Source: an optimization exercise on an open RTL-to-GDS flow (aim: small area, a short achievable clock period and few clock cycles per item). Production flows keep margins and buffers that such runs may drop.
The RTL was checked by simulation tests, not by an equivalence proof against the original design.
No activity file was given, so power comes from the tool's default toggle rates.

== run 1 ==
Design aes_key_sched_iter, start of the top module:
module aes_key_sched_iter #(
  parameter logic [2:0] MODES_EN = 3'b111,
  parameter int         IDX_W    = 6
) (
  input  logic             clk,
  input  logic             rst_n,
  input  logic             start,
  input  logic [1:0]       mode,
  input  logic [255:0]     key_in,
  output logic             busy,
  output logic             word_valid,
  input  logic             word_ready,
  output logic [31:0]      word_out,
  output logic [IDX_W-1:0] word_idx,
  output logic             done,
  output logic             err
);
Settings: LEC_CHECK=0, CAP_MARGIN=20, CORE_MARGIN=2, CORE_UTILIZATION=55, CTS_CLUSTER_DIAMETER=100, CTS_CLUSTER_SIZE=32, SETUP_SLACK_MARGIN=3.45, SLEW_MARGIN=20; clock period 6.0 ns.
standard.sh (not shown) runs the stock make flow with config.mk's settings and CLKGATE_MAP_FILE= SYNTH_SCRIPT=/design/flow/synth_recipe.tcl, a recipe that flattens the netlist after the stock synthesis.
==> flow/flow/run.sh <==
#!/bin/bash
# Standard layout with two changes:
#  - the combinational logic is mapped with an area-oriented ABC script
#    (flow/abc_map.script) instead of ORFS's speed script; the resizer's
#    timing repair later sizes what needs it. Registers are mapped by the
#    standard dfflibmap step before ABC runs, so they are unchanged.
#  - the port buffers that global placement inserts are
#    sky130_fd_sc_hd__buf_1; later repair steps may still resize them.
set -euo pipefail
cd "$(dirname "$0")/.."
rm -rf scripts_copy
cp -r "$FLOW_HOME/scripts" scripts_copy
cp flow/abc_map.script scripts_copy/abc_speed.script
export SCRIPTS_DIR="$PWD/scripts_copy"
export BUFFER_PORTS_ARGS="-buffer_cell sky130_fd_sc_hd__buf_1"
bash standard.sh > standard.log 2>&1
==> flow/flow/abc_map.script <==
strash
&get -n
&st
&dch
&nf
&put
topo
stime -c
Run 1 | stages: all done | timing, DRC, antenna: all pass
Testbench counts of run 1, summed over its fixed seeds: cycles 27,072, words 26,552.
[inputs] run 2 vs run 1
# run 1
export LEC_CHECK = 0
export CAP_MARGIN = 20
export CORE_MARGIN = 2
export CORE_UTILIZATION = 55
export CTS_CLUSTER_DIAMETER = 100
export CTS_CLUSTER_SIZE = 32
export SETUP_SLACK_MARGIN = 3.45
export SLEW_MARGIN = 20
create_clock -name core_clock -period 6.0 [get_ports {clk}]
# run 2
export LEC_CHECK = 0
export CAP_MARGIN = 20
export CORE_MARGIN = 2
export CORE_UTILIZATION = 55
export CTS_CLUSTER_DIAMETER = 100
export CTS_CLUSTER_SIZE = 24
export SETUP_SLACK_MARGIN = 3.65
export SLEW_MARGIN = 20
create_clock -name core_clock -period 6.0 [get_ports {clk}]
==> comparison <==
- In run 2, sequential cell area in the final layout is higher than in run 1.
- Compared to run 1, run 2 has pin count of the biggest net entering global routing about 7.5% lower.
- Compared with run 1, run 2 shows met3 wirelength from detailed routing that has gone up by more than 10%.
- Compared with run 1, in run 2 proportion of final cell area spent on non-clock buffers rose by 2.0 points, sequential share of layout area fell by 1.9 points, count of final setup violators stayed essentially flat.
- Between run 1 and run 2, number of non-clock buffers in the layout increased.
- Via density per instance (run 2 over run 1): increase, 1.4%
- The flow did not stop early for run 2: all stages ran, and the layout cleared the timing, DRC and antenna checks.
- Taking run 1 as the reference, in run 2 time the worst path needs with I/O delays and setup decreased 0.033 ns; global-route usage increased 1.6 points.
### run 2 -> run 3
# run 2
export LEC_CHECK = 0
export CAP_MARGIN = 20
export CORE_MARGIN = 2
export CORE_UTILIZATION = 55
export CTS_CLUSTER_DIAMETER = 100
export CTS_CLUSTER_SIZE = 24
export SETUP_SLACK_MARGIN = 3.65
export SLEW_MARGIN = 20
create_clock -name core_clock -period 6.0 [get_ports {clk}]
# run 3
export LEC_CHECK = 0
export CAP_MARGIN = 20
export CORE_MARGIN = 2
export CORE_UTILIZATION = 55
export CTS_CLUSTER_DIAMETER = 100
export CTS_CLUSTER_SIZE = 28
export SETUP_SLACK_MARGIN = 3.45
export SLEW_MARGIN = 20
create_clock -name core_clock -period 6.0 [get_ports {clk}]
Results
Cmp run 2 and run 3 / global-route usage / higher: run 2
Going from run 2 to run 3, relative contribution of combinational cells to total power decreased by 3.2 points relative to the old numbers; shortest clock period the worst path allows after layout increased by 0.040 ns relative to the old numbers.
In terms of relative contribution of the clock network to total power, run 2 and run 3 differ only marginally.
In the tables for run 2 and run 3, power reads lower with run 3.
From run 2 to run 3 the numbers moved as follows: largest clock skew in the final design decreased by 0.0090 ns relative to the old numbers; number of cells in the design after placement closely matched the old numbers; final area decreased by about 6% relative to the old numbers; post-route worst hold slack increased by 0.0055 ns relative to the old numbers.
When the final numbers for run 2 and run 3 were put side by side, the fraction of power consumed by sequential logic turned out to be smaller in run 2.
Heaviest power group: combinational logic -> run 2, registers -> run 3

[port drivers added, routing unchanged]
Ports are ideal in the flow. The routed layouts listed here were re-timed in OpenROAD. Step 1 assumes that a clkbuf_16 drives the clock port and a buf_2 every other input. Step 2 also shifts input and output timing later by t, the mid clock arrival at the registers, as if the neighbouring blocks saw the same clock. a / b / c = no drivers / after step 1 / after step 2; a / b = the first two.
run | t (ns) | setup WS [ns] | worst hold slack (ns)
run 1 | 0.566 | 3.510 / 3.493 / 3.033 | 0.451 / 0.451 / 0.451
run 2 | 0.572 | 3.543 / 3.543 / 3.196 | 0.446 / 0.446 / 0.446
run 3 | 0.578 | 3.504 / 3.482 / 3.015 | 0.451 / 0.451 / 0.451
After both steps setup and hold are still met in every run listed. The setup slack of run 3, which loses most, moves by -0.022 ns with the drivers and by -0.489 ns with both steps.
